What follows belongs to an exercise in optimizing a design on an open flow for small area; a production flow would make more cautious choices.
Function was checked by simulation only, so behaviour that the tests miss may differ from the original.

**flow/flow/run.sh**
```bash
#!/bin/bash
# Own flow: the standard layout (standard.sh and its synthesis script),
# with these changes to how the layout is made:
#  - ABC maps for area only (map -a, twice) without its buffering and upsizing;
#  - Yosys's quick ABC pass before adder extraction is skipped for the
#    arithmetic module mac_engine only (it has no registers; the top module,
#    which holds every register, is synthesized exactly as before);
#    flip-flops are mapped before the final ABC runs, so the registers are unchanged;
#  - every port gets a buf_1 as its port buffer;
#  - the resizer may change a cell's footprint when it repairs slew and load;
#  - the clock tree uses clkbuf_8 on clusters of up to 16 sinks, with no dummy loads.
set -euo pipefail
here=$(pwd)
cp -r "$FLOW_HOME/scripts" "$here/scripts_abc"
printf 'strash\ndch\nmap -a\nstrash\ndch\nmap -a\ntopo\ndnsize -c\n' > "$here/scripts_abc/abc_area.script"
python3 - "$here/scripts_abc/synth.tcl" <<'PY'
import sys
p = sys.argv[1]
s = open(p).read()
old = "  synth -top $::env(DESIGN_NAME) -run fine: {*}$synth_full_args\n"
new = ("  synth -top $::env(DESIGN_NAME) -run fine:check -noabc {*}$synth_full_args\n"
       "  abc -fast $::env(DESIGN_NAME)\n"
       "  opt -fast\n"
       "  synth -top $::env(DESIGN_NAME) -run check: {*}$synth_full_args\n")
assert s.count(old) == 1
open(p, "w").write(s.replace(old, new))
PY
CTS="-sink_clustering_enable -repair_clock_nets -dont_use_dummy_load"
CTS="$CTS -buf_list sky130_fd_sc_hd__clkbuf_8"
CTS="$CTS -sink_clustering_size 16 -sink_clustering_max_diameter 80"
bash standard.sh \
  "SCRIPTS_DIR=$here/scripts_abc" \
  "BUFFER_PORTS_ARGS=-buffer_cell sky130_fd_sc_hd__buf_1" \
  "CTS_ARGS=$CTS" \
  "MATCH_CELL_FOOTPRINT=0" \
  finish > "$here/flow_make.log" 2>&1
test -f out/final.def
```
**flow/standard.sh**
```bash
#!/bin/bash
# synth_recipe.tcl (not shown) runs the flow's synth.tcl, then flattens the netlist and writes it again
# the make line also repeats each setting of config.mk as NAME=value (left out here)
make -C /OpenROAD-flow-scripts/flow DESIGN_CONFIG=/design/flow/config.mk WORK_HOME=/design/flow/orfs CLKGATE_MAP_FILE= SYNTH_SCRIPT=/design/flow/synth_recipe.tcl "${@:-finish}"
```
**flow/config.mk**
```make
export PLATFORM = sky130hd
export DESIGN_NAME = cim_node
export DESIGN_NICKNAME = cim_node
export VERILOG_FILES = /design/flow/design.v
export SDC_FILE = /design/flow/constraint.sdc
export NUM_CORES = 4
export LEC_CHECK = 0
export ABC_AREA = 1
export CAP_MARGIN = 0
export CORE_MARGIN = 2
export CORE_UTILIZATION = 40
export PLACE_DENSITY = 0.6
export SLEW_MARGIN = 0
export SYNTH_HIERARCHICAL = 1
```
**flow/constraint.sdc**
```tcl
create_clock -name core_clock -period 10.0 [get_ports {clk}]
set_input_delay 2.0000 -clock core_clock [delete_from_list [all_inputs] [get_ports {clk}]]
set_output_delay 2.0000 -clock core_clock [all_outputs]
set_load 0.01 [all_outputs]
```
**flow/design.v**
```verilog
`timescale 1ns/1ps
`default_nettype none
module mac_engine (
    input  wire [15:0] x,
    input  wire [15:0] k,
    input  wire [15:0] acc,
    output wire [15:0] y
);
    wire one1;
    wire two2;
    wire neg3;
    wire one4;
    wire two5;
    wire neg6;
    wire one7;
    wire two8;
    wire neg9;
    wire one10;
    wire two11;
    wire neg12;
    wire one13;
    wire two14;
    wire neg15;
    wire one16;
    wire two17;
    wire neg18;
    wire one19;
    wire two20;
    wire neg21;
    wire one22;
    wire two23;
    wire neg24;
    wire pp25;
    wire pp26;
    wire pp27;
    wire pp28;
    wire pp29;
    wire pp30;
    wire pp31;
    wire pp32;
    wire pp33;
    wire pp34;
    wire pp35;
    wire pp36;
    wire pp37;
    wire pp38;
    wire pp39;
    wire pp40;
    wire pp41;
    wire pp42;
    wire pp43;
    wire pp44;
    wire pp45;
    wire pp46;
    wire pp47;
    wire pp48;
    wire pp49;
    wire pp50;
    wire pp51;
    wire pp52;
    wire pp53;
    wire pp54;
    wire pp55;
    wire pp56;
    wire pp57;
    wire pp58;
    wire pp59;
    wire pp60;
    wire pp61;
    wire pp62;
    wire pp63;
    wire pp64;
    wire pp65;
    wire pp66;
    wire pp67;
    wire pp68;
    wire pp69;
    wire pp70;
    wire pp71;
    wire pp72;
    wire pp73;
    wire pp74;
    wire pp75;
    wire pp76;
    wire pp77;
    wire pp78;
    wire pp79;
    wire pp80;
    wire pp81;
    wire pp82;
    wire pp83;
    wire pp84;
    wire pp85;
    wire pp86;
    wire pp87;
    wire pp88;
    wire pp89;
    wire pp90;
    wire pp91;
    wire pp92;
    wire pp93;
    wire pp94;
    wire pp95;
    wire pp96;
    wire pp97;
    wire pp98;
    wire pp99;
    wire pp100;
    wire pp101;
    wire pp102;
    wire pp103;
    wire pp104;
    wire pp105;
    wire pp106;
    wire pp107;
    wire pp108;
    wire pp109;
    wire pp110;
    wire pp111;
    wire pp112;
    wire pp113;
    wire pp114;
    wire pp115;
    wire pp116;
    wire pp117;
    wire pp118;
    wire pp119;
    wire pp120;
    wire pp121;
    wire pp122;
    wire pp123;
    wire pp124;
    wire pp125;
    wire pp126;
    wire pp127;
    wire pp128;
    wire pp129;
    wire pp130;
    wire pp131;
    wire pp132;
    wire pp133;
    wire pp134;
    wire pp135;
    wire pp136;
    wire pp137;
    wire pp138;
    wire pp139;
    wire pp140;
    wire pp141;
    wire pp142;
    wire pp143;
    wire pp144;
    wire pp145;
    wire pp146;
    wire pp147;
    wire pp148;
    wire pp149;
    wire pp150;
    wire pp151;
    wire s152;
    wire c153;
    wire s154;
    wire c155;
    wire s156;
    wire c157;
    wire s158;
    wire c159;
    wire s160;
    wire c161;
    wire s162;
    wire c163;
    wire s164;
    wire c165;
    wire s166;
    wire c167;
    wire s168;
    wire c169;
    wire s170;
    wire c171;
    wire s172;
    wire c173;
    wire s174;
    wire c175;
    wire s176;
    wire c177;
    wire s178;
    wire c179;
    wire s180;
    wire c181;
    wire s182;
    wire c183;
    wire s184;
    wire c185;
    wire s186;
    wire c187;
    wire s188;
    wire c189;
    wire s190;
    wire c191;
    wire s192;
    wire c193;
    wire s194;
    wire c195;
    wire s196;
    wire c197;
    wire s198;
    wire c199;
    wire s200;
    wire c201;
    wire s202;
    wire c203;
    wire s204;
    wire c205;
    wire s206;
    wire c207;
    wire s208;
    wire c209;
    wire s210;
    wire c211;
    wire s212;
    wire c213;
    wire s214;
    wire c215;
    wire s216;
    wire c217;
    wire s218;
    wire c219;
    wire s220;
    wire c221;
    wire s222;
    wire c223;
    wire s224;
    wire c225;
    wire s226;
    wire c227;
    wire s228;
    wire c229;
    wire s230;
    wire c231;
    wire s232;
    wire c233;
    wire s234;
    wire c235;
    wire s236;
    wire c237;
    wire s238;
    wire c239;
    wire s240;
    wire c241;
    wire s242;
    wire c243;
    wire s244;
    wire c245;
    wire s246;
    wire c247;
    wire s248;
    wire c249;
    wire s250;
    wire c251;
    wire s252;
    wire c253;
    wire s254;
    wire c255;
    wire s256;
    wire c257;
    wire s258;
    wire c259;
    wire s260;
    wire c261;
    wire s262;
    wire c263;
    wire s264;
    wire c265;
    wire s266;
    wire c267;
    wire s268;
    wire c269;
    wire s270;
    wire c271;
    wire s272;
    wire c273;
    wire s274;
    wire c275;
    wire s276;
    wire c277;
    wire s278;
    wire c279;
    wire s280;
    wire c281;
    wire s282;
    wire c283;
    wire s284;
    wire c285;
    wire s286;
    wire c287;
    wire s288;
    wire c289;
    wire s290;
    wire c291;
    wire s292;
    wire c293;
    wire s294;
    wire c295;
    wire s296;
    wire c297;
    wire s298;
    wire c299;
    wire s300;
    wire c301;
    wire s302;
    wire c303;
    wire s304;
    wire c305;
    wire s306;
    wire c307;
    wire s308;
    wire c309;
    wire s310;
    wire c311;
    wire s312;
    wire c313;
    wire s314;
    wire c315;
    wire s316;
    wire c317;
    wire s318;
    wire c319;
    wire s320;
    wire c321;
    wire s322;
    wire c323;
    wire s324;
    wire c325;
    wire s326;
    wire c327;
    wire s328;
    wire c329;
    wire s330;
    wire c331;
    wire s332;
    wire c333;
    wire s334;
    wire c335;
    wire s336;
    wire c337;
    wire s338;
    wire c339;
    wire s340;
    wire c341;
    wire s342;
    wire c343;
    wire s344;
    wire c345;
    wire s346;
    wire c347;
    wire s348;
    wire c349;
    wire s350;
    wire c351;
    wire s352;
    wire c353;
    wire s354;
    wire c355;
    wire s356;
    wire c357;
    wire s358;
    wire c359;
    wire s360;
    wire c361;
    wire s362;
    wire c363;
    wire s364;
    wire c365;
    wire s366;
    wire c367;
    wire s368;
    wire c369;
    wire s370;
    wire c371;
    wire s372;
    wire c373;
    wire s374;
    wire c375;
    wire s376;
    wire c377;
    wire s378;
    wire c379;
    wire s380;
    wire c381;
    wire s382;
    wire c383;
    wire s384;
    wire c385;
    wire s386;
    wire c387;
    wire [25:0] ra, rb;
    assign one1 = k[0] ^ 1'b0;
    assign two2 = (k[1] & ~k[0] & ~1'b0) | (~k[1] & k[0] & 1'b0);
    assign neg3 = k[1];
    assign one4 = k[2] ^ k[1];
    assign two5 = (k[3] & ~k[2] & ~k[1]) | (~k[3] & k[2] & k[1]);
    assign neg6 = k[3];
    assign one7 = k[4] ^ k[3];
    assign two8 = (k[5] & ~k[4] & ~k[3]) | (~k[5] & k[4] & k[3]);
    assign neg9 = k[5];
    assign one10 = k[6] ^ k[5];
    assign two11 = (k[7] & ~k[6] & ~k[5]) | (~k[7] & k[6] & k[5]);
    assign neg12 = k[7];
    assign one13 = k[8] ^ k[7];
    assign two14 = (k[9] & ~k[8] & ~k[7]) | (~k[9] & k[8] & k[7]);
    assign neg15 = k[9];
    assign one16 = k[10] ^ k[9];
    assign two17 = (k[11] & ~k[10] & ~k[9]) | (~k[11] & k[10] & k[9]);
    assign neg18 = k[11];
    assign one19 = k[12] ^ k[11];
    assign two20 = (k[13] & ~k[12] & ~k[11]) | (~k[13] & k[12] & k[11]);
    assign neg21 = k[13];
    assign one22 = k[14] ^ k[13];
    assign two23 = (k[15] & ~k[14] & ~k[13]) | (~k[15] & k[14] & k[13]);
    assign neg24 = k[15];
    assign pp25 = ((one1 & x[0]) | (two2 & 1'b0)) ^ neg3;
    assign pp26 = ((one1 & x[1]) | (two2 & x[0])) ^ neg3;
    assign pp27 = ((one1 & x[2]) | (two2 & x[1])) ^ neg3;
    assign pp28 = ((one1 & x[3]) | (two2 & x[2])) ^ neg3;
    assign pp29 = ((one1 & x[4]) | (two2 & x[3])) ^ neg3;
    assign pp30 = ((one1 & x[5]) | (two2 & x[4])) ^ neg3;
    assign pp31 = ((one1 & x[6]) | (two2 & x[5])) ^ neg3;
    assign pp32 = ((one1 & x[7]) | (two2 & x[6])) ^ neg3;
    assign pp33 = ((one1 & x[8]) | (two2 & x[7])) ^ neg3;
    assign pp34 = ((one1 & x[9]) | (two2 & x[8])) ^ neg3;
    assign pp35 = ((one1 & x[10]) | (two2 & x[9])) ^ neg3;
    assign pp36 = ((one1 & x[11]) | (two2 & x[10])) ^ neg3;
    assign pp37 = ((one1 & x[12]) | (two2 & x[11])) ^ neg3;
    assign pp38 = ((one1 & x[13]) | (two2 & x[12])) ^ neg3;
    assign pp39 = ((one1 & x[14]) | (two2 & x[13])) ^ neg3;
    assign pp40 = ((one1 & x[15]) | (two2 & x[14])) ^ neg3;
    assign pp41 = ~(((one1 & x[15]) | (two2 & x[15])) ^ neg3);
    assign pp42 = ((one4 & x[0]) | (two5 & 1'b0)) ^ neg6;
    assign pp43 = ((one4 & x[1]) | (two5 & x[0])) ^ neg6;
    assign pp44 = ((one4 & x[2]) | (two5 & x[1])) ^ neg6;
    assign pp45 = ((one4 & x[3]) | (two5 & x[2])) ^ neg6;
    assign pp46 = ((one4 & x[4]) | (two5 & x[3])) ^ neg6;
    assign pp47 = ((one4 & x[5]) | (two5 & x[4])) ^ neg6;
    assign pp48 = ((one4 & x[6]) | (two5 & x[5])) ^ neg6;
    assign pp49 = ((one4 & x[7]) | (two5 & x[6])) ^ neg6;
    assign pp50 = ((one4 & x[8]) | (two5 & x[7])) ^ neg6;
    assign pp51 = ((one4 & x[9]) | (two5 & x[8])) ^ neg6;
    assign pp52 = ((one4 & x[10]) | (two5 & x[9])) ^ neg6;
    assign pp53 = ((one4 & x[11]) | (two5 & x[10])) ^ neg6;
    assign pp54 = ((one4 & x[12]) | (two5 & x[11])) ^ neg6;
    assign pp55 = ((one4 & x[13]) | (two5 & x[12])) ^ neg6;
    assign pp56 = ((one4 & x[14]) | (two5 & x[13])) ^ neg6;
    assign pp57 = ((one4 & x[15]) | (two5 & x[14])) ^ neg6;
    assign pp58 = ~(((one4 & x[15]) | (two5 & x[15])) ^ neg6);
    assign pp59 = ((one7 & x[0]) | (two8 & 1'b0)) ^ neg9;
    assign pp60 = ((one7 & x[1]) | (two8 & x[0])) ^ neg9;
    assign pp61 = ((one7 & x[2]) | (two8 & x[1])) ^ neg9;
    assign pp62 = ((one7 & x[3]) | (two8 & x[2])) ^ neg9;
    assign pp63 = ((one7 & x[4]) | (two8 & x[3])) ^ neg9;
    assign pp64 = ((one7 & x[5]) | (two8 & x[4])) ^ neg9;
    assign pp65 = ((one7 & x[6]) | (two8 & x[5])) ^ neg9;
    assign pp66 = ((one7 & x[7]) | (two8 & x[6])) ^ neg9;
    assign pp67 = ((one7 & x[8]) | (two8 & x[7])) ^ neg9;
    assign pp68 = ((one7 & x[9]) | (two8 & x[8])) ^ neg9;
    assign pp69 = ((one7 & x[10]) | (two8 & x[9])) ^ neg9;
    assign pp70 = ((one7 & x[11]) | (two8 & x[10])) ^ neg9;
    assign pp71 = ((one7 & x[12]) | (two8 & x[11])) ^ neg9;
    assign pp72 = ((one7 & x[13]) | (two8 & x[12])) ^ neg9;
    assign pp73 = ((one7 & x[14]) | (two8 & x[13])) ^ neg9;
    assign pp74 = ((one7 & x[15]) | (two8 & x[14])) ^ neg9;
    assign pp75 = ~(((one7 & x[15]) | (two8 & x[15])) ^ neg9);
    assign pp76 = ((one10 & x[0]) | (two11 & 1'b0)) ^ neg12;
    assign pp77 = ((one10 & x[1]) | (two11 & x[0])) ^ neg12;
    assign pp78 = ((one10 & x[2]) | (two11 & x[1])) ^ neg12;
    assign pp79 = ((one10 & x[3]) | (two11 & x[2])) ^ neg12;
    assign pp80 = ((one10 & x[4]) | (two11 & x[3])) ^ neg12;
    assign pp81 = ((one10 & x[5]) | (two11 & x[4])) ^ neg12;
    assign pp82 = ((one10 & x[6]) | (two11 & x[5])) ^ neg12;
    assign pp83 = ((one10 & x[7]) | (two11 & x[6])) ^ neg12;
    assign pp84 = ((one10 & x[8]) | (two11 & x[7])) ^ neg12;
    assign pp85 = ((one10 & x[9]) | (two11 & x[8])) ^ neg12;
    assign pp86 = ((one10 & x[10]) | (two11 & x[9])) ^ neg12;
    assign pp87 = ((one10 & x[11]) | (two11 & x[10])) ^ neg12;
    assign pp88 = ((one10 & x[12]) | (two11 & x[11])) ^ neg12;
    assign pp89 = ((one10 & x[13]) | (two11 & x[12])) ^ neg12;
    assign pp90 = ((one10 & x[14]) | (two11 & x[13])) ^ neg12;
    assign pp91 = ((one10 & x[15]) | (two11 & x[14])) ^ neg12;
    assign pp92 = ~(((one10 & x[15]) | (two11 & x[15])) ^ neg12);
    assign pp93 = ((one13 & x[0]) | (two14 & 1'b0)) ^ neg15;
    assign pp94 = ((one13 & x[1]) | (two14 & x[0])) ^ neg15;
    assign pp95 = ((one13 & x[2]) | (two14 & x[1])) ^ neg15;
    assign pp96 = ((one13 & x[3]) | (two14 & x[2])) ^ neg15;
    assign pp97 = ((one13 & x[4]) | (two14 & x[3])) ^ neg15;
    assign pp98 = ((one13 & x[5]) | (two14 & x[4])) ^ neg15;
    assign pp99 = ((one13 & x[6]) | (two14 & x[5])) ^ neg15;
    assign pp100 = ((one13 & x[7]) | (two14 & x[6])) ^ neg15;
    assign pp101 = ((one13 & x[8]) | (two14 & x[7])) ^ neg15;
    assign pp102 = ((one13 & x[9]) | (two14 & x[8])) ^ neg15;
    assign pp103 = ((one13 & x[10]) | (two14 & x[9])) ^ neg15;
    assign pp104 = ((one13 & x[11]) | (two14 & x[10])) ^ neg15;
    assign pp105 = ((one13 & x[12]) | (two14 & x[11])) ^ neg15;
    assign pp106 = ((one13 & x[13]) | (two14 & x[12])) ^ neg15;
    assign pp107 = ((one13 & x[14]) | (two14 & x[13])) ^ neg15;
    assign pp108 = ((one13 & x[15]) | (two14 & x[14])) ^ neg15;
    assign pp109 = ~(((one13 & x[15]) | (two14 & x[15])) ^ neg15);
    assign pp110 = ((one16 & x[0]) | (two17 & 1'b0)) ^ neg18;
    assign pp111 = ((one16 & x[1]) | (two17 & x[0])) ^ neg18;
    assign pp112 = ((one16 & x[2]) | (two17 & x[1])) ^ neg18;
    assign pp113 = ((one16 & x[3]) | (two17 & x[2])) ^ neg18;
    assign pp114 = ((one16 & x[4]) | (two17 & x[3])) ^ neg18;
    assign pp115 = ((one16 & x[5]) | (two17 & x[4])) ^ neg18;
    assign pp116 = ((one16 & x[6]) | (two17 & x[5])) ^ neg18;
    assign pp117 = ((one16 & x[7]) | (two17 & x[6])) ^ neg18;
    assign pp118 = ((one16 & x[8]) | (two17 & x[7])) ^ neg18;
    assign pp119 = ((one16 & x[9]) | (two17 & x[8])) ^ neg18;
    assign pp120 = ((one16 & x[10]) | (two17 & x[9])) ^ neg18;
    assign pp121 = ((one16 & x[11]) | (two17 & x[10])) ^ neg18;
    assign pp122 = ((one16 & x[12]) | (two17 & x[11])) ^ neg18;
    assign pp123 = ((one16 & x[13]) | (two17 & x[12])) ^ neg18;
    assign pp124 = ((one16 & x[14]) | (two17 & x[13])) ^ neg18;
    assign pp125 = ((one16 & x[15]) | (two17 & x[14])) ^ neg18;
    assign pp126 = ((one19 & x[0]) | (two20 & 1'b0)) ^ neg21;
    assign pp127 = ((one19 & x[1]) | (two20 & x[0])) ^ neg21;
    assign pp128 = ((one19 & x[2]) | (two20 & x[1])) ^ neg21;
    assign pp129 = ((one19 & x[3]) | (two20 & x[2])) ^ neg21;
    assign pp130 = ((one19 & x[4]) | (two20 & x[3])) ^ neg21;
    assign pp131 = ((one19 & x[5]) | (two20 & x[4])) ^ neg21;
    assign pp132 = ((one19 & x[6]) | (two20 & x[5])) ^ neg21;
    assign pp133 = ((one19 & x[7]) | (two20 & x[6])) ^ neg21;
    assign pp134 = ((one19 & x[8]) | (two20 & x[7])) ^ neg21;
    assign pp135 = ((one19 & x[9]) | (two20 & x[8])) ^ neg21;
    assign pp136 = ((one19 & x[10]) | (two20 & x[9])) ^ neg21;
    assign pp137 = ((one19 & x[11]) | (two20 & x[10])) ^ neg21;
    assign pp138 = ((one19 & x[12]) | (two20 & x[11])) ^ neg21;
    assign pp139 = ((one19 & x[13]) | (two20 & x[12])) ^ neg21;
    assign pp140 = ((one22 & x[0]) | (two23 & 1'b0)) ^ neg24;
    assign pp141 = ((one22 & x[1]) | (two23 & x[0])) ^ neg24;
    assign pp142 = ((one22 & x[2]) | (two23 & x[1])) ^ neg24;
    assign pp143 = ((one22 & x[3]) | (two23 & x[2])) ^ neg24;
    assign pp144 = ((one22 & x[4]) | (two23 & x[3])) ^ neg24;
    assign pp145 = ((one22 & x[5]) | (two23 & x[4])) ^ neg24;
    assign pp146 = ((one22 & x[6]) | (two23 & x[5])) ^ neg24;
    assign pp147 = ((one22 & x[7]) | (two23 & x[6])) ^ neg24;
    assign pp148 = ((one22 & x[8]) | (two23 & x[7])) ^ neg24;
    assign pp149 = ((one22 & x[9]) | (two23 & x[8])) ^ neg24;
    assign pp150 = ((one22 & x[10]) | (two23 & x[9])) ^ neg24;
    assign pp151 = ((one22 & x[11]) | (two23 & x[10])) ^ neg24;
    assign s152 = pp39 ^ pp54;
    assign c153 = pp39 & pp54;
    assign s154 = pp40 ^ pp55;
    assign c155 = pp40 & pp55;
    assign s156 = pp41 ^ pp56 ^ pp71;
    assign c157 = (pp41 & pp56) | (pp71 & (pp41 ^ pp56));
    assign s158 = pp57 ^ pp72;
    assign c159 = pp57 & pp72;
    assign s160 = pp35 ^ pp50 ^ pp65;
    assign c161 = (pp35 & pp50) | (pp65 & (pp35 ^ pp50));
    assign s162 = pp36 ^ pp51 ^ pp66;
    assign c163 = (pp36 & pp51) | (pp66 & (pp36 ^ pp51));
    assign s164 = pp37 ^ pp52 ^ pp67;
    assign c165 = (pp37 & pp52) | (pp67 & (pp37 ^ pp52));
    assign s166 = pp82 ^ pp97 ^ pp112;
    assign c167 = (pp82 & pp97) | (pp112 & (pp82 ^ pp97));
    assign s168 = pp38 ^ pp53 ^ pp68;
    assign c169 = (pp38 & pp53) | (pp68 & (pp38 ^ pp53));
    assign s170 = pp83 ^ pp98 ^ pp113;
    assign c171 = (pp83 & pp98) | (pp113 & (pp83 ^ pp98));
    assign s172 = s152 ^ pp69 ^ pp84;
    assign c173 = (s152 & pp69) | (pp84 & (s152 ^ pp69));
    assign s174 = pp99 ^ pp114 ^ pp128;
    assign c175 = (pp99 & pp114) | (pp128 & (pp99 ^ pp114));
    assign s176 = pp140 ^ neg24;
    assign c177 = pp140 & neg24;
    assign s178 = s154 ^ pp70 ^ pp85;
    assign c179 = (s154 & pp70) | (pp85 & (s154 ^ pp70));
    assign s180 = pp100 ^ pp115 ^ pp129;
    assign c181 = (pp100 & pp115) | (pp129 & (pp100 ^ pp115));
    assign s182 = pp141 ^ acc[5] ^ c153;
    assign c183 = (pp141 & acc[5]) | (c153 & (pp141 ^ acc[5]));
    assign s184 = s156 ^ pp86 ^ pp101;
    assign c185 = (s156 & pp86) | (pp101 & (s156 ^ pp86));
    assign s186 = pp116 ^ pp130 ^ pp142;
    assign c187 = (pp116 & pp130) | (pp142 & (pp116 ^ pp130));
    assign s188 = 1'b1 ^ acc[6] ^ c155;
    assign c189 = (1'b1 & acc[6]) | (c155 & (1'b1 ^ acc[6]));
    assign s190 = s158 ^ pp87 ^ pp102;
    assign c191 = (s158 & pp87) | (pp102 & (s158 ^ pp87));
    assign s192 = pp117 ^ pp131 ^ pp143;
    assign c193 = (pp117 & pp131) | (pp143 & (pp117 ^ pp131));
    assign s194 = 1'b1 ^ acc[7] ^ c157;
    assign c195 = (1'b1 & acc[7]) | (c157 & (1'b1 ^ acc[7]));
    assign s196 = pp58 ^ pp73 ^ pp88;
    assign c197 = (pp58 & pp73) | (pp88 & (pp58 ^ pp73));
    assign s198 = pp103 ^ pp118 ^ pp132;
    assign c199 = (pp103 & pp118) | (pp132 & (pp103 ^ pp118));
    assign s200 = pp144 ^ acc[8] ^ c159;
    assign c201 = (pp144 & acc[8]) | (c159 & (pp144 ^ acc[8]));
    assign s202 = pp74 ^ pp89 ^ pp104;
    assign c203 = (pp74 & pp89) | (pp104 & (pp74 ^ pp89));
    assign s204 = pp119 ^ pp133 ^ pp145;
    assign c205 = (pp119 & pp133) | (pp145 & (pp119 ^ pp133));
    assign s206 = 1'b1 ^ acc[9];
    assign c207 = 1'b1 & acc[9];
    assign s208 = pp75 ^ pp90 ^ pp105;
    assign c209 = (pp75 & pp90) | (pp105 & (pp75 ^ pp90));
    assign s210 = pp120 ^ pp134 ^ pp146;
    assign c211 = (pp120 & pp134) | (pp146 & (pp120 ^ pp134));
    assign s212 = pp91 ^ pp106 ^ pp121;
    assign c213 = (pp91 & pp106) | (pp121 & (pp91 ^ pp106));
    assign s214 = pp135 ^ pp147;
    assign c215 = pp135 & pp147;
    assign s216 = pp92 ^ pp107 ^ pp122;
    assign c217 = (pp92 & pp107) | (pp122 & (pp92 ^ pp107));
    assign s218 = pp108 ^ pp123;
    assign c219 = pp108 & pp123;
    assign s220 = pp31 ^ pp46;
    assign c221 = pp31 & pp46;
    assign s222 = pp32 ^ pp47;
    assign c223 = pp32 & pp47;
    assign s224 = pp33 ^ pp48 ^ pp63;
    assign c225 = (pp33 & pp48) | (pp63 & (pp33 ^ pp48));
    assign s226 = pp78 ^ pp93;
    assign c227 = pp78 & pp93;
    assign s228 = pp34 ^ pp49 ^ pp64;
    assign c229 = (pp34 & pp49) | (pp64 & (pp34 ^ pp49));
    assign s230 = pp79 ^ pp94;
    assign c231 = pp79 & pp94;
    assign s232 = s160 ^ pp80 ^ pp95;
    assign c233 = (s160 & pp80) | (pp95 & (s160 ^ pp80));
    assign s234 = pp110 ^ neg18 ^ acc[0];
    assign c235 = (pp110 & neg18) | (acc[0] & (pp110 ^ neg18));
    assign s236 = s162 ^ pp81 ^ pp96;
    assign c237 = (s162 & pp81) | (pp96 & (s162 ^ pp81));
    assign s238 = pp111 ^ acc[1] ^ c161;
    assign c239 = (pp111 & acc[1]) | (c161 & (pp111 ^ acc[1]));
    assign s240 = s164 ^ s166 ^ pp126;
    assign c241 = (s164 & s166) | (pp126 & (s164 ^ s166));
    assign s242 = neg21 ^ acc[2] ^ c163;
    assign c243 = (neg21 & acc[2]) | (c163 & (neg21 ^ acc[2]));
    assign s244 = s168 ^ s170 ^ pp127;
    assign c245 = (s168 & s170) | (pp127 & (s168 ^ s170));
    assign s246 = acc[3] ^ c165 ^ c167;
    assign c247 = (acc[3] & c165) | (c167 & (acc[3] ^ c165));
    assign s248 = s172 ^ s174 ^ s176;
    assign c249 = (s172 & s174) | (s176 & (s172 ^ s174));
    assign s250 = acc[4] ^ c169 ^ c171;
    assign c251 = (acc[4] & c169) | (c171 & (acc[4] ^ c169));
    assign s252 = s178 ^ s180 ^ s182;
    assign c253 = (s178 & s180) | (s182 & (s178 ^ s180));
    assign s254 = c173 ^ c175 ^ c177;
    assign c255 = (c173 & c175) | (c177 & (c173 ^ c175));
    assign s256 = s184 ^ s186 ^ s188;
    assign c257 = (s184 & s186) | (s188 & (s184 ^ s186));
    assign s258 = c179 ^ c181 ^ c183;
    assign c259 = (c179 & c181) | (c183 & (c179 ^ c181));
    assign s260 = s190 ^ s192 ^ s194;
    assign c261 = (s190 & s192) | (s194 & (s190 ^ s192));
    assign s262 = c185 ^ c187 ^ c189;
    assign c263 = (c185 & c187) | (c189 & (c185 ^ c187));
    assign s264 = s196 ^ s198 ^ s200;
    assign c265 = (s196 & s198) | (s200 & (s196 ^ s198));
    assign s266 = c191 ^ c193 ^ c195;
    assign c267 = (c191 & c193) | (c195 & (c191 ^ c193));
    assign s268 = s202 ^ s204 ^ s206;
    assign c269 = (s202 & s204) | (s206 & (s202 ^ s204));
    assign s270 = c197 ^ c199 ^ c201;
    assign c271 = (c197 & c199) | (c201 & (c197 ^ c199));
    assign s272 = s208 ^ s210 ^ acc[10];
    assign c273 = (s208 & s210) | (acc[10] & (s208 ^ s210));
    assign s274 = c203 ^ c205 ^ c207;
    assign c275 = (c203 & c205) | (c207 & (c203 ^ c205));
    assign s276 = s212 ^ s214 ^ 1'b1;
    assign c277 = (s212 & s214) | (1'b1 & (s212 ^ s214));
    assign s278 = acc[11] ^ c209 ^ c211;
    assign c279 = (acc[11] & c209) | (c211 & (acc[11] ^ c209));
    assign s280 = s216 ^ pp136 ^ pp148;
    assign c281 = (s216 & pp136) | (pp148 & (s216 ^ pp136));
    assign s282 = acc[12] ^ c213 ^ c215;
    assign c283 = (acc[12] & c213) | (c215 & (acc[12] ^ c213));
    assign s284 = s218 ^ pp137 ^ pp149;
    assign c285 = (s218 & pp137) | (pp149 & (s218 ^ pp137));
    assign s286 = 1'b1 ^ acc[13] ^ c217;
    assign c287 = (1'b1 & acc[13]) | (c217 & (1'b1 ^ acc[13]));
    assign s288 = pp109 ^ pp124 ^ pp138;
    assign c289 = (pp109 & pp124) | (pp138 & (pp109 ^ pp124));
    assign s290 = pp150 ^ acc[14] ^ c219;
    assign c291 = (pp150 & acc[14]) | (c219 & (pp150 ^ acc[14]));
    assign s292 = pp125 ^ pp139 ^ pp151;
    assign c293 = (pp125 & pp139) | (pp151 & (pp125 ^ pp139));
    assign s294 = 1'b1 ^ acc[15];
    assign c295 = 1'b1 & acc[15];
    assign s296 = pp29 ^ pp44;
    assign c297 = pp29 & pp44;
    assign s298 = pp30 ^ pp45;
    assign c299 = pp30 & pp45;
    assign s300 = s220 ^ pp61 ^ pp76;
    assign c301 = (s220 & pp61) | (pp76 & (s220 ^ pp61));
    assign s302 = s222 ^ pp62 ^ pp77;
    assign c303 = (s222 & pp62) | (pp77 & (s222 ^ pp62));
    assign s304 = s224 ^ s226 ^ neg15;
    assign c305 = (s224 & s226) | (neg15 & (s224 ^ s226));
    assign s306 = s228 ^ s230 ^ c225;
    assign c307 = (s228 & s230) | (c225 & (s228 ^ s230));
    assign s308 = s232 ^ s234 ^ c229;
    assign c309 = (s232 & s234) | (c229 & (s232 ^ s234));
    assign s310 = s236 ^ s238 ^ c233;
    assign c311 = (s236 & s238) | (c233 & (s236 ^ s238));
    assign s312 = s240 ^ s242 ^ c237;
    assign c313 = (s240 & s242) | (c237 & (s240 ^ s242));
    assign s314 = s244 ^ s246 ^ c241;
    assign c315 = (s244 & s246) | (c241 & (s244 ^ s246));
    assign s316 = s248 ^ s250 ^ c245;
    assign c317 = (s248 & s250) | (c245 & (s248 ^ s250));
    assign s318 = s252 ^ s254 ^ c249;
    assign c319 = (s252 & s254) | (c249 & (s252 ^ s254));
    assign s320 = s256 ^ s258 ^ c253;
    assign c321 = (s256 & s258) | (c253 & (s256 ^ s258));
    assign s322 = s260 ^ s262 ^ c257;
    assign c323 = (s260 & s262) | (c257 & (s260 ^ s262));
    assign s324 = s264 ^ s266 ^ c261;
    assign c325 = (s264 & s266) | (c261 & (s264 ^ s266));
    assign s326 = s268 ^ s270 ^ c265;
    assign c327 = (s268 & s270) | (c265 & (s268 ^ s270));
    assign s328 = s272 ^ s274 ^ c269;
    assign c329 = (s272 & s274) | (c269 & (s272 ^ s274));
    assign s330 = s276 ^ s278 ^ c273;
    assign c331 = (s276 & s278) | (c273 & (s276 ^ s278));
    assign s332 = s280 ^ s282 ^ c277;
    assign c333 = (s280 & s282) | (c277 & (s280 ^ s282));
    assign s334 = s284 ^ s286 ^ c281;
    assign c335 = (s284 & s286) | (c281 & (s284 ^ s286));
    assign s336 = s288 ^ s290 ^ c285;
    assign c337 = (s288 & s290) | (c285 & (s288 ^ s290));
    assign s338 = s292 ^ s294 ^ c289;
    assign c339 = (s292 & s294) | (c289 & (s292 ^ s294));
    assign s340 = pp27 ^ pp42;
    assign c341 = pp27 & pp42;
    assign s342 = pp28 ^ pp43;
    assign c343 = pp28 & pp43;
    assign s344 = s296 ^ pp59 ^ neg9;
    assign c345 = (s296 & pp59) | (neg9 & (s296 ^ pp59));
    assign s346 = s298 ^ pp60 ^ c297;
    assign c347 = (s298 & pp60) | (c297 & (s298 ^ pp60));
    assign s348 = s300 ^ neg12 ^ c299;
    assign c349 = (s300 & neg12) | (c299 & (s300 ^ neg12));
    assign s350 = s302 ^ c221 ^ c301;
    assign c351 = (s302 & c221) | (c301 & (s302 ^ c221));
    assign s352 = s304 ^ c223 ^ c303;
    assign c353 = (s304 & c223) | (c303 & (s304 ^ c223));
    assign s354 = s306 ^ c227 ^ c305;
    assign c355 = (s306 & c227) | (c305 & (s306 ^ c227));
    assign s356 = s308 ^ c231 ^ c307;
    assign c357 = (s308 & c231) | (c307 & (s308 ^ c231));
    assign s358 = s310 ^ c235 ^ c309;
    assign c359 = (s310 & c235) | (c309 & (s310 ^ c235));
    assign s360 = s312 ^ c239 ^ c311;
    assign c361 = (s312 & c239) | (c311 & (s312 ^ c239));
    assign s362 = s314 ^ c243 ^ c313;
    assign c363 = (s314 & c243) | (c313 & (s314 ^ c243));
    assign s364 = s316 ^ c247 ^ c315;
    assign c365 = (s316 & c247) | (c315 & (s316 ^ c247));
    assign s366 = s318 ^ c251 ^ c317;
    assign c367 = (s318 & c251) | (c317 & (s318 ^ c251));
    assign s368 = s320 ^ c255 ^ c319;
    assign c369 = (s320 & c255) | (c319 & (s320 ^ c255));
    assign s370 = s322 ^ c259 ^ c321;
    assign c371 = (s322 & c259) | (c321 & (s322 ^ c259));
    assign s372 = s324 ^ c263 ^ c323;
    assign c373 = (s324 & c263) | (c323 & (s324 ^ c263));
    assign s374 = s326 ^ c267 ^ c325;
    assign c375 = (s326 & c267) | (c325 & (s326 ^ c267));
    assign s376 = s328 ^ c271 ^ c327;
    assign c377 = (s328 & c271) | (c327 & (s328 ^ c271));
    assign s378 = s330 ^ c275 ^ c329;
    assign c379 = (s330 & c275) | (c329 & (s330 ^ c275));
    assign s380 = s332 ^ c279 ^ c331;
    assign c381 = (s332 & c279) | (c331 & (s332 ^ c279));
    assign s382 = s334 ^ c283 ^ c333;
    assign c383 = (s334 & c283) | (c333 & (s334 ^ c283));
    assign s384 = s336 ^ c287 ^ c335;
    assign c385 = (s336 & c287) | (c335 & (s336 ^ c287));
    assign s386 = s338 ^ c291 ^ c337;
    assign c387 = (s338 & c291) | (c337 & (s338 ^ c291));
    assign ra = {s386, s384, s382, s380, s378, s376, s374, s372, s370, s368, s366, s364, s362, s360, s358, s356, s354, s352, s350, s348, s346, s344, s342, s340, pp26, pp25};
    assign rb = {c385, c383, c381, c379, c377, c375, c373, c371, c369, c367, c365, c363, c361, c359, c357, c355, c353, c351, c349, c347, c345, c343, c341, neg6, 1'b0, neg3};
    wire g388;
    wire p389;
    wire g390;
    wire p391;
    wire g392;
    wire p393;
    wire g394;
    wire p395;
    wire g396;
    wire p397;
    wire g398;
    wire p399;
    wire g400;
    wire p401;
    wire g402;
    wire p403;
    wire g404;
    wire p405;
    wire g406;
    wire p407;
    wire G408;
    wire P409;
    wire G410;
    wire P411;
    wire G412;
    wire P413;
    wire G414;
    wire P415;
    wire G416;
    wire P417;
    wire G418;
    wire P419;
    wire G420;
    wire P421;
    wire G422;
    wire P423;
    wire G424;
    wire P425;
    wire g426;
    wire p427;
    wire g428;
    wire p429;
    wire g430;
    wire p431;
    wire g432;
    wire p433;
    wire g434;
    wire p435;
    wire g436;
    wire p437;
    wire g438;
    wire p439;
    wire g440;
    wire p441;
    wire g442;
    wire p443;
    wire g444;
    wire p445;
    wire g446;
    wire p447;
    wire g448;
    wire p449;
    wire g450;
    wire p451;
    wire g452;
    wire p453;
    wire g454;
    wire p455;
    wire g456;
    wire p457;
    wire G458;
    wire P459;
    wire G460;
    wire P461;
    wire G462;
    wire P463;
    wire G464;
    wire P465;
    wire G466;
    wire P467;
    wire G468;
    wire P469;
    wire G470;
    wire P471;
    wire G472;
    wire P473;
    wire G474;
    wire P475;
    wire G476;
    wire P477;
    wire G478;
    wire P479;
    wire G480;
    wire P481;
    wire G482;
    wire P483;
    wire G484;
    wire P485;
    wire G486;
    wire P487;
    wire G488;
    wire P489;
    wire G490;
    wire P491;
    wire G492;
    wire P493;
    wire G494;
    wire P495;
    wire G496;
    wire P497;
    wire G498;
    wire P499;
    wire G500;
    wire P501;
    wire G502;
    wire P503;
    wire G504;
    wire P505;
    wire G506;
    wire P507;
    wire G508;
    wire P509;
    wire G510;
    wire P511;
    assign g388 = ra[0] & rb[0];
    assign p389 = ra[0] | rb[0];
    assign g390 = ra[1] & rb[1];
    assign p391 = ra[1] | rb[1];
    assign g392 = ra[2] & rb[2];
    assign p393 = ra[2] | rb[2];
    assign g394 = ra[3] & rb[3];
    assign p395 = ra[3] | rb[3];
    assign g396 = ra[4] & rb[4];
    assign p397 = ra[4] | rb[4];
    assign g398 = ra[5] & rb[5];
    assign p399 = ra[5] | rb[5];
    assign g400 = ra[6] & rb[6];
    assign p401 = ra[6] | rb[6];
    assign g402 = ra[7] & rb[7];
    assign p403 = ra[7] | rb[7];
    assign g404 = ra[8] & rb[8];
    assign p405 = ra[8] | rb[8];
    assign g406 = ra[9] & rb[9];
    assign p407 = ra[9] | rb[9];
    assign G408 = g390 | (p391 & g388);
    assign P409 = p391 & p389;
    assign G410 = g396 | (p397 & g394);
    assign P411 = p397 & p395;
    assign G412 = G410 | (P411 & g392);
    assign P413 = P411 & p393;
    assign G414 = G412 | (P413 & G408);
    assign P415 = P413 & P409;
    assign G416 = g400 | (p401 & g398);
    assign P417 = p401 & p399;
    assign G418 = g406 | (p407 & g404);
    assign P419 = p407 & p405;
    assign G420 = G418 | (P419 & g402);
    assign P421 = P419 & p403;
    assign G422 = G420 | (P421 & G416);
    assign P423 = P421 & P417;
    assign G424 = G422 | (P423 & G414);
    assign P425 = P423 & P415;
    assign g426 = ra[10] & rb[10];
    assign p427 = ra[10] ^ rb[10];
    assign g428 = ra[11] & rb[11];
    assign p429 = ra[11] ^ rb[11];
    assign g430 = ra[12] & rb[12];
    assign p431 = ra[12] ^ rb[12];
    assign g432 = ra[13] & rb[13];
    assign p433 = ra[13] ^ rb[13];
    assign g434 = ra[14] & rb[14];
    assign p435 = ra[14] ^ rb[14];
    assign g436 = ra[15] & rb[15];
    assign p437 = ra[15] ^ rb[15];
    assign g438 = ra[16] & rb[16];
    assign p439 = ra[16] ^ rb[16];
    assign g440 = ra[17] & rb[17];
    assign p441 = ra[17] ^ rb[17];
    assign g442 = ra[18] & rb[18];
    assign p443 = ra[18] ^ rb[18];
    assign g444 = ra[19] & rb[19];
    assign p445 = ra[19] ^ rb[19];
    assign g446 = ra[20] & rb[20];
    assign p447 = ra[20] ^ rb[20];
    assign g448 = ra[21] & rb[21];
    assign p449 = ra[21] ^ rb[21];
    assign g450 = ra[22] & rb[22];
    assign p451 = ra[22] ^ rb[22];
    assign g452 = ra[23] & rb[23];
    assign p453 = ra[23] ^ rb[23];
    assign g454 = ra[24] & rb[24];
    assign p455 = ra[24] ^ rb[24];
    assign g456 = ra[25] & rb[25];
    assign p457 = ra[25] ^ rb[25];
    assign G458 = g426 | (p427 & G424);
    assign P459 = p427 & 1'b0;
    assign G460 = g430 | (p431 & g428);
    assign P461 = p431 & p429;
    assign G462 = g434 | (p435 & g432);
    assign P463 = p435 & p433;
    assign G464 = g438 | (p439 & g436);
    assign P465 = p439 & p437;
    assign G466 = g442 | (p443 & g440);
    assign P467 = p443 & p441;
    assign G468 = g446 | (p447 & g444);
    assign P469 = p447 & p445;
    assign G470 = g450 | (p451 & g448);
    assign P471 = p451 & p449;
    assign G472 = g454 | (p455 & g452);
    assign P473 = p455 & p453;
    assign G474 = G460 | (P461 & G458);
    assign P475 = P461 & P459;
    assign G476 = G464 | (P465 & G462);
    assign P477 = P465 & P463;
    assign G478 = G468 | (P469 & G466);
    assign P479 = P469 & P467;
    assign G480 = G472 | (P473 & G470);
    assign P481 = P473 & P471;
    assign G482 = G476 | (P477 & G474);
    assign P483 = P477 & P475;
    assign G484 = G480 | (P481 & G478);
    assign P485 = P481 & P479;
    assign G486 = G484 | (P485 & G482);
    assign P487 = P485 & P483;
    assign G488 = G478 | (P479 & G482);
    assign P489 = P479 & P483;
    assign G490 = G462 | (P463 & G474);
    assign P491 = P463 & P475;
    assign G492 = G466 | (P467 & G482);
    assign P493 = P467 & P483;
    assign G494 = G470 | (P471 & G488);
    assign P495 = P471 & P489;
    assign G496 = g428 | (p429 & G458);
    assign P497 = p429 & P459;
    assign G498 = g432 | (p433 & G474);
    assign P499 = p433 & P475;
    assign G500 = g436 | (p437 & G490);
    assign P501 = p437 & P491;
    assign G502 = g440 | (p441 & G482);
    assign P503 = p441 & P483;
    assign G504 = g444 | (p445 & G492);
    assign P505 = p445 & P493;
    assign G506 = g448 | (p449 & G488);
    assign P507 = p449 & P489;
    assign G508 = g452 | (p453 & G494);
    assign P509 = p453 & P495;
    assign G510 = g456 | (p457 & G486);
    assign P511 = p457 & P487;
    assign y = {(p457 ^ G486), (p455 ^ G508), (p453 ^ G494), (p451 ^ G506), (p449 ^ G488), (p447 ^ G504), (p445 ^ G492), (p443 ^ G502), (p441 ^ G482), (p439 ^ G500), (p437 ^ G490), (p435 ^ G498), (p433 ^ G474), (p431 ^ G496), (p429 ^ G458), (p427 ^ G424)};
endmodule
`default_nettype wire
`timescale 1ns/1ps
`default_nettype none
module cim_node #(
    parameter logic [1:0] NODE_ID = 2'd0
) (
    input  logic clk,
    input  logic rst_n,
    input  logic [3:0] bus_op,
    input  logic [47:0] bus_data,
    input  logic [1:0] bus_target_or_sender,
    output logic [3:0] bus_out_op,
    output logic [47:0] bus_out_data,
    output logic [1:0] bus_out_target_or_sender,
    output logic bus_drive,
    output logic is_ready
);
    logic to_me;
    logic op_load_start;
    logic op_load;
    logic op_send;
    logic op_par_start;
    logic op_par;
    assign to_me = (bus_target_or_sender == NODE_ID);
    assign op_load_start = (bus_op == 4'd1);
    assign op_load = (bus_op == 4'd2);
    assign op_send = (bus_op == 4'd3) & to_me;
    assign op_par_start = (bus_op == 4'd5);
    assign op_par = (bus_op == 4'd6) & to_me;
    assign bus_out_target_or_sender = NODE_ID;
    logic [5:0] par_ptr;
    logic [1:0] par_lane;
    logic [15:0] lane_data;
    logic [15:0] kern [8];
    logic [15:0] bias;
    always_comb begin
        case (par_lane)
            2'd1: lane_data = bus_data[31:16];
            2'd2: lane_data = bus_data[47:32];
            default: lane_data = bus_data[15:0];
        endcase
    end
    always_ff @(posedge clk) begin
        if (op_par_start) begin
            par_ptr <= bus_data[5:0];
            par_lane <= 2'd0;
        end else if (op_par) begin
            par_ptr <= par_ptr + 6'd1;
            par_lane <= (par_lane == 2'd2) ? 2'd0 : par_lane + 2'd1;
        end
    end
    always_ff @(posedge clk) begin
        for (int j = 0; j < 8; j++) begin
            if (op_par && par_ptr == 6'(j)) kern[j] <= lane_data;
        end
        if (op_par && par_ptr == 6'd8) bias <= lane_data;
    end
    logic [4:0] wcnt;
    logic [7:0] ksel;
    logic [15:0] k_cur;
    logic [15:0] acc;
    logic [15:0] acc_base;
    logic [15:0] acc_next;
    logic [15:0] x_in;
    always_ff @(posedge clk) begin
        if (op_load_start) begin
            wcnt <= '0;
        end else if (op_load) begin
            wcnt <= wcnt + 5'd1;
        end
    end
    always_comb begin
        for (int j = 0; j < 8; j++) ksel[j] = (wcnt[2:0] == 3'(j));
        k_cur = '0;
        for (int j = 0; j < 8; j++) k_cur = k_cur | (kern[j] & {16{ksel[j]}});
    end
    assign acc_base = (op_load & ksel[0]) ? bias : acc;
    assign x_in = bus_data[15:0] & {16{op_load}};
    mac_engine u_mac (
        .x(x_in),
        .k(k_cur),
        .acc(acc_base),
        .y(acc_next)
    );
    always_ff @(posedge clk) begin
        acc <= acc_next;
    end
    logic [1:0] phase;
    logic [15:0] ring [4];
    logic ins_pend;
    logic ins;
    logic ready;
    assign ins = ins_pend & (phase == wcnt[4:3]);
    always_ff @(posedge clk) begin
        ring[0] <= ring[1];
        ring[1] <= ring[2];
        ring[2] <= ring[3];
        ring[3] <= ins ? acc : ring[0];
    end
    always_ff @(posedge clk) begin
        if (!rst_n) begin
            phase <= 2'd0;
            ins_pend <= 1'b0;
            ready <= 1'b0;
        end else begin
            phase <= phase + 2'd1;
            if (op_load && wcnt[2:0] == 3'd7) begin
                ins_pend <= 1'b1;
            end else if (ins) begin
                ins_pend <= 1'b0;
            end
            if (op_load_start) begin
                ready <= 1'b0;
            end else if (ins && wcnt[4:3] == 2'd0) begin
                ready <= 1'b1;
            end
        end
    end
    assign is_ready = ready;
    logic send_pend;
    logic [1:0] send_phase;
    logic lane1_on;
    logic lane0_on;
    logic send_fire;
    assign send_fire = send_pend & (phase == send_phase);
    always_ff @(posedge clk) begin
        if (op_send) begin
            send_phase <= bus_data[1:0] + bus_data[17:16] + 2'd1;
            lane1_on <= bus_data[17];
            lane0_on <= bus_data[17] & bus_data[16];
        end
    end
    always_ff @(posedge clk) begin
        if (!rst_n) begin
            send_pend <= 1'b0;
            bus_drive <= 1'b0;
        end else begin
            bus_drive <= send_fire;
            if (op_send) begin
                send_pend <= 1'b1;
            end else if (send_fire) begin
                send_pend <= 1'b0;
            end
        end
    end
    assign bus_out_op = {1'b0, bus_drive, 2'b00};
    assign bus_out_data = {ring[2], ring[1] & {16{lane1_on}}, ring[0] & {16{lane0_on}}};
endmodule
`default_nettype wire
```
==> results.json, run 1 <==
{
  "outcome": "no timing/DRC/antenna violations",
  "fin_setup_tns_ns": 0,
  "syn2layout_area_growth_pct": 10.8,
  "htree_levels": 1,
  "fin_nets": 1593,
  "setup_viol": 0,
  "core_area_mm2": 0.0344,
  "ant_nets": 0,
  "cts_tree": "yes",
  "clock_tree.root_cell": "clkbuf_8",
  "crit_arrival_ns": 9.15,
  "wirelength_um": 37900,
  "maxCapViolCount": 0,
  "layout_min_cycle_time_ns": 8.72,
  "crit_top_cell": "fa_1",
  "hold_class": "reg -> reg",
  "antenna_found_initial": 0,
  "hold_viol": 0,
  "drive_gt1_frac": 0.0586,
  "dp_hpwl_um": 27100,
  "crit_buf_inv": 5,
  "gp_congestion": 0.877,
  "via_per_inst": 5.42,
  "rows": 68,
  "ctsResizeCount": 0,
  "worstPathCellList": "buf_1, clkinv_1, nor2_1, clkinv_1, nor2_1, clkinv_1, nor2_1, clkinv_1, o22ai_1, xor2_1, ha_1, fa_1, fa_1, fa_1, fa_1, ha_1, a21oi_1, nor2_1, a211oi_1, o21ai_0, nand3_1, nand2_1, fa_1, xor2_1",
  "min_path_cells": 0,
  "grt_max_degree": 34,
  "criticalPathCategory": "in -> reg",
  "die_w_um": 190,
  "grt_pass1_wl_um": 58600,
  "yosysSeqAreaShare": 0.467,
  "final_core_util": 0.448,
  "ys_ff_latch": 247,
  "critPathTopFamily": "adder cells",
  "die_h_um": 190,
  "max_stage_delay_ns": 0.89,
  "start_util": 0.404,
  "dr.pass1.iters": 5,
  "post-route-period-util": 0.872,
  "worst-path-stages": 24,
  "synth_compound_area_frac": 0.127,
  "synth-edff-count": 154,
  "rsz0062_at_grt": "false",
  "clkTransAtPathRegs_ns": 0.09,
  "cp_slowest_cell": "nor2_1",
  "grt-ovfl-total": 0,
  "dieArea_mm2": 0.0363,
  "relSlewSlack": 0.0690,
  "grt.total_usage": 0.211,
  "crit_path_start_kind": "input pin",
  "clock_skew_ns": 0.0713,
  "critPathMaxFanout": 20,
  "synthCells": 1224,
  "synth_area_mm2": 0.0139,
  "synth_adder_area_share": 0.193,
  "synth_top_family_by_area": "adder cells",
  "worst_slew_pin_slew_ns": 1.40,
  "clock_sinks": 247,
  "crit_required_ns": 10.43,
  "vias": 9961,
  "synth.avg_cell_area_um2": 11.4,
  "clk_latency_ns": 0.56,
  "drt_iter0_drc": 758,
  "synth_simple_gate_area_share": 0.0725,
  "synth_ff_type": "edfxtp_1",
  "cts_buffers": 20,
  "final_cells": 1838,
  "grt_pass1_vias": 10100,
  "routedWlPerCell_um": 20.6,
  "yosysUniqueCellTypes": 30,
  "muxShareOfSynthArea": 0.0130,
  "reg2reg_depth": 26,
  "post-route-drc-count": 0,
  "drv_slew": 0,
  "cts_hold_buffers": 0,
  "dp_cells": 1817,
  "cts_setup_buffers": 0,
  "cts_buffer_depth": 3,
  "numPortBuffers": 106,
  "fmax_mhz": 115,
  "worst_setup_path_end_kind": "register",
  "synth-xor-area-share": 0.0876,
  "yosysWarnings": 9,
  "synthArstFlopShare": 0,
  "io-pin-count": 112
}
modules after synthesis, one instance, submodules excluded:
module,flip-flops and latches,cell area [µm²],copies in the design
cim_node,247,8850,1
mac_engine,0,5050,1
cell families after synthesis:
family | after synthesis
flops | 247
xor+xnor | 139
simple gates | 250
other cells | 1
mux | 16
fa+ha+maj | 153
buf+inv | 140
compound gates | 278
layer usage:
layer  track usage  part of all wire  vias up
li1              -                 -     4619
met1         0.295              0.45     4885
met2         0.347              0.46      393
met3        0.0302             0.065       64
met4        0.0540             0.024        0
met5             0                 0        -
flip-flops by register name, summed over array words and instances (netlist names):
register / count
acc: 16
bias: 16
bus_drive: 1
ins_pend: 1
kern: 128
lane0_on: 1
lane1_on: 1
par_lane: 2
par_ptr: 6
phase: 2
ready: 1
ring: 64
send_pend: 1
send_phase: 2
wcnt: 5
synthesized netlist by cell type (all sizes together) (9+ instances only):
cell,n,share of area
a22oi,61,0.033
a21oi,38,0.014
o22ai,120,0.054
ha,50,0.045
nand4,9,0.0041
xor2,132,0.083
edfxtp,154,0.33
nand3,22,0.0079
o21ai,36,0.013
fa,103,0.15
nor2,118,0.032
nand2,90,0.024
clkinv,134,0.036
mux2,16,0.013
dfxtp,93,0.13
stage by stage:
stage          setup slack, ns  hold slack (ns)  instance area [µm²]
6_report                  1.28            0.333                15400
5_1_grt                  0.919            0.341                15400
4_1_cts                   1.47            0.335                15400
3_5_place_dp             0.903            0.312                15100
3_3_place_gp              1.04            0.311                15100
2_1_floorplan             1.89            0.310                13900
layout make-up:
class,count,area (µm²)
well taps,455,569
repair buffers,140,653
multi-input cells,841,6910
fillers,3283,19000
inverters,134,503
flip-flops and latches,247,6490
clock buffers,20,275
diodes,1,2.50
final timing paths:
path	from	end	slack [ns]
setup / recovery	bus_op[1]	acc[14]	1.28
setup reg to reg	wcnt[2]	acc[13]	1.98
hold reg to reg	ring[3][4]	ring[2][4]	0.33
hold / removal	ring[3][4]	ring[2][4]	0.33
cells in the final DEF, fill, tap and decap left out, types with 2 or more instances in the layout:
| cell | count |
|---|---|
| a22o_1 | 4 |
| a221o_1 | 2 |
| a31oi_1 | 2 |
| o22ai_1 | 120 |
| xnor2_1 | 7 |
| buf_1 | 106 |
| clkbuf_8 | 20 |
| edfxtp_1 | 154 |
| conb_1 | 5 |
| nor3_1 | 4 |
| or2_2 | 4 |
| a22oi_1 | 61 |
| dfxtp_1 | 93 |
| fa_1 | 103 |
| clkinv_1 | 134 |
| ha_1 | 50 |
| nor2_1 | 113 |
| a211oi_1 | 3 |
| nand4_1 | 9 |
| mux2_2 | 16 |
| a221oi_1 | 7 |
| o21bai_1 | 2 |
| nor2_2 | 5 |
| xor2_1 | 132 |
| nand3_1 | 22 |
| o21ai_0 | 36 |
| buf_4 | 34 |
| a21oi_1 | 38 |
| nand2_1 | 90 |
==> inputs of run 2 (changes only) <==
--- a/flow/flow/run.sh
+++ b/flow/flow/run.sh
@@ -7,7 +7,6 @@
 #    which holds every register, is synthesized exactly as before);
 #    flip-flops are mapped before the final ABC runs, so the registers are unchanged;
 #  - every port gets a buf_1 as its port buffer;
-#  - the resizer may change a cell's footprint when it repairs slew and load;
 #  - the clock tree uses clkbuf_8 on clusters of up to 16 sinks, with no dummy loads.
 set -euo pipefail
 here=$(pwd)
@@ -32,6 +31,5 @@
   "SCRIPTS_DIR=$here/scripts_abc" \
   "BUFFER_PORTS_ARGS=-buffer_cell sky130_fd_sc_hd__buf_1" \
   "CTS_ARGS=$CTS" \
-  "MATCH_CELL_FOOTPRINT=0" \
   finish > "$here/flow_make.log" 2>&1
 test -f out/final.def
==> results.json, run 2 <==
{
  "outcome": "no timing/DRC/antenna violations",
  "dp_hpwl_um": 27100,
  "clock_tree.root_cell": "clkbuf_8",
  "dieArea_mm2": 0.0363,
  "wl_met3_um": 2460,
  "clock_skew_ns": 0.0713,
  "crit_arrival_ns": 9.15,
  "grt.total_usage": 0.211,
  "fin_setup_tns_ns": 0,
  "die_h_um": 190,
  "setup_viol": 0,
  "yosysSeqAreaShare": 0.467,
  "grt-ovfl-total": 0,
  "multiInputGateArea_mm2": 0.00691,
  "gp_congestion": 0.877,
  "route.met2.wl_um": 17500,
  "rows": 68,
  "drive_gt1_frac": 0.0586,
  "worst_setup_path_end_kind": "register",
  "largest_reg_flops": 128,
  "crit_path_start_kind": "input pin",
  "fin_ws_ns": 1.28,
  "grt_pass1_vias": 10100,
  "io-pin-count": 112,
  "die_w_um": 190,
  "dr.pass1.iters": 5,
  "layout_min_cycle_time_ns": 8.72,
  "core_area_mm2": 0.0344,
  "min_path_cells": 0,
  "regMostFlops": "kern",
  "crit_required_ns": 10.43,
  "cts_hold_buffers": 0,
  "synthTopCellsByArea": "edfxtp_1, fa_1, dfxtp_1",
  "routed.top_layer": "met4",
  "synthCells": 1224,
  "post-route-period-util": 0.872,
  "critPathMaxFanout": 20,
  "post-route-drc-count": 0,
  "maxCapViolCount": 0,
  "synth_commonest_cells": "edfxtp_1, clkinv_1, xor2_1",
  "reg2reg_to": "acc[13]",
  "final_cell_mix": "edfxtp_1, clkinv_1, xor2_1",
  "synth_ff_type": "edfxtp_1",
  "met1Wirelength_um": 17000,
  "rrSetupSlack_ns": 1.98,
  "routedWlPerCell_um": 20.6,
  "synth_area_mm2": 0.0139,
  "r2r-start": "wcnt[2]",
  "cts_setup_buffers": 0,
  "seqCellArea_mm2": 0.00649,
  "cts_buffers": 20,
  "via_per_inst": 5.42,
  "vias": 9961,
  "fillers": 3283,
  "yosysTopAreaCellShare": 0.333,
  "yosysWarnings": 9,
  "antenna_found_initial": 0,
  "relSlewSlack": 0.0690,
  "synth.avg_cell_area_um2": 11.4,
  "ant_nets": 0,
  "clock_sinks": 247,
  "cts_tree": "yes",
  "hold_path_end": "ring[2][4]",
  "clk_latency_ns": 0.56,
  "post-place-ws_ns": 0.903,
  "fin_nets": 1593,
  "rsz0062_at_grt": "false",
  "synth-edff-count": 154,
  "cts_buffer_depth": 3,
  "worst_slew_pin_slew_ns": 1.40,
  "grt_max_degree": 34,
  "clkTransAtPathRegs_ns": 0.09,
  "criticalPathCategory": "in -> reg",
  "ctsResizeCount": 0,
  "final_common_cell": "edfxtp_1",
  "yosysUniqueCellTypes": 30,
  "ys_ff_latch": 247,
  "reg2reg_depth": 26,
  "hold_class": "reg -> reg",
  "syn2layout_area_growth_pct": 10.8,
  "yosysMostFrequentCell": "edfxtp_1",
  "synthArstFlopShare": 0,
  "drt_iter0_drc": 758,
  "wirelength_um": 37900,
  "hold_viol": 0,
  "synth_top_area_cell": "edfxtp_1",
  "worstHoldStart": "ring[3][4]",
  "largest_registers": "kern (128), ring (64)",
  "grt_pass1_wl_um": 58600,
  "htree_levels": 1,
  "drv_slew": 0,
  "numPortBuffers": 106,
  "start_util": 0.404,
  "fmax_mhz": 115,
  "cp-startpoint": "bus_op[1]"
}
-- run 2: cell counts in the layout (fill, tap and decap cells not counted) --
Identical to the previous run, type by type.
-- run 2: cell type report --
class                           instances  area share
Multi-Input combinational cell        841       0.449
Clock buffer                           20      0.0179
Sequential cell                       247       0.421
Tap cell                              455      0.0370
Inverter                              134      0.0327
Antenna cell                            1    0.000162
Timing Repair Buffer                  140      0.0424
-- run 2: logic make-up (layout without fill, tap and decap cells) --
kind of cell,count (synthesis),after routing,share of synthesized area
flip-flops,247,247,0.467
multiplexers,16,16,0.0130
adder cells (fa/ha/maj),153,153,0.193
buffers and inverters,140,294,0.0394
AND/OR/NAND/NOR,250,250,0.0725
other,1,6,0.000270
AO/OA/AOI/OAI,278,278,0.127
XOR/XNOR,139,139,0.0876
-- run 2: layer usage --
layer  global-route usage  vias up
met3               0.0302       64
li1                     -     4619
met4               0.0540        0
met1                0.295     4885
met5                    0        -
met2                0.347      393
-- run 2: stage by stage --
stage | util | hold WS (ns) | cells | area [µm²]
finish | 0.448 | 0.333 | 1838 | 15400
global route | 0.448 | 0.341 | 1837 | 15400
CTS | 0.448 | 0.335 | 1837 | 15400
detailed placement | 0.440 | 0.312 | 1817 | 15100
global placement | 0.440 | 0.311 | 1817 | 15100
floorplan | - | 0.310 | 1228 | 13900
-- run 2: worst max-delay path by stage --
stage / depth (start not counted) / to / slack, ns
5_1_grt: 24 / acc[14] / 0.92
3_5_place_dp: 23 / acc[14] / 0.90
6_report: 24 / acc[14] / 1.28
2_1_floorplan: 18 / acc[13] / 1.89
4_1_cts: 23 / acc[14] / 1.47
3_3_place_gp: 23 / acc[14] / 1.04
-- run 2: worst max-delay path, stage by stage --
cell,delay [ns]
buf_1,0.12
clkinv_1,0.12
nor2_1,0.14
clkinv_1,0.08
nor2_1,0.31
clkinv_1,0.59
nor2_1,0.89
clkinv_1,0.45
o22ai_1,0.33
xor2_1,0.21
ha_1,0.27
fa_1,0.48
fa_1,0.46
fa_1,0.56
fa_1,0.42
ha_1,0.34
a21oi_1,0.23
nor2_1,0.07
a211oi_1,0.17
o21ai_0,0.19
nand3_1,0.10
nand2_1,0.08
fa_1,0.38
xor2_1,0.15
-- run 2: per-module statistics from Yosys, one instance, submodules excluded --
| module | times used | flip-flops and latches | cells inside | cell area, µm² |
|---|---|---|---|---|
| mac_engine | 1 | 0 | 541 | 5050 |
| cim_node | 1 | 247 | 683 | 8850 |

## separate check: timing with driven ports
In the flow no input, the clock included, has a driving cell. The finished layouts below were timed again as built, in two steps. Step 1, drivers: a clkbuf_16 drives clk and a buf_2 each remaining input, both assumed. Step 2 moves the port delays by t, midway between the first and last clock arrival at a register: inputs arrive t later, outputs are due t later. That takes back most of the time a late clock gives input paths. a / b / c = ideal / step 1 / step 2; a / b = the first two.
run	t (ns)	setup slack, ns	latest minus earliest clock arrival (ns)	cell pins on the clock port's net
run 1	0.572	1.280 / 1.298 / 0.726	0.072 / 0.072	1
run 2	0.572	1.280 / 1.298 / 0.726	0.072 / 0.072	1
After both steps setup and hold are still met in every run listed.
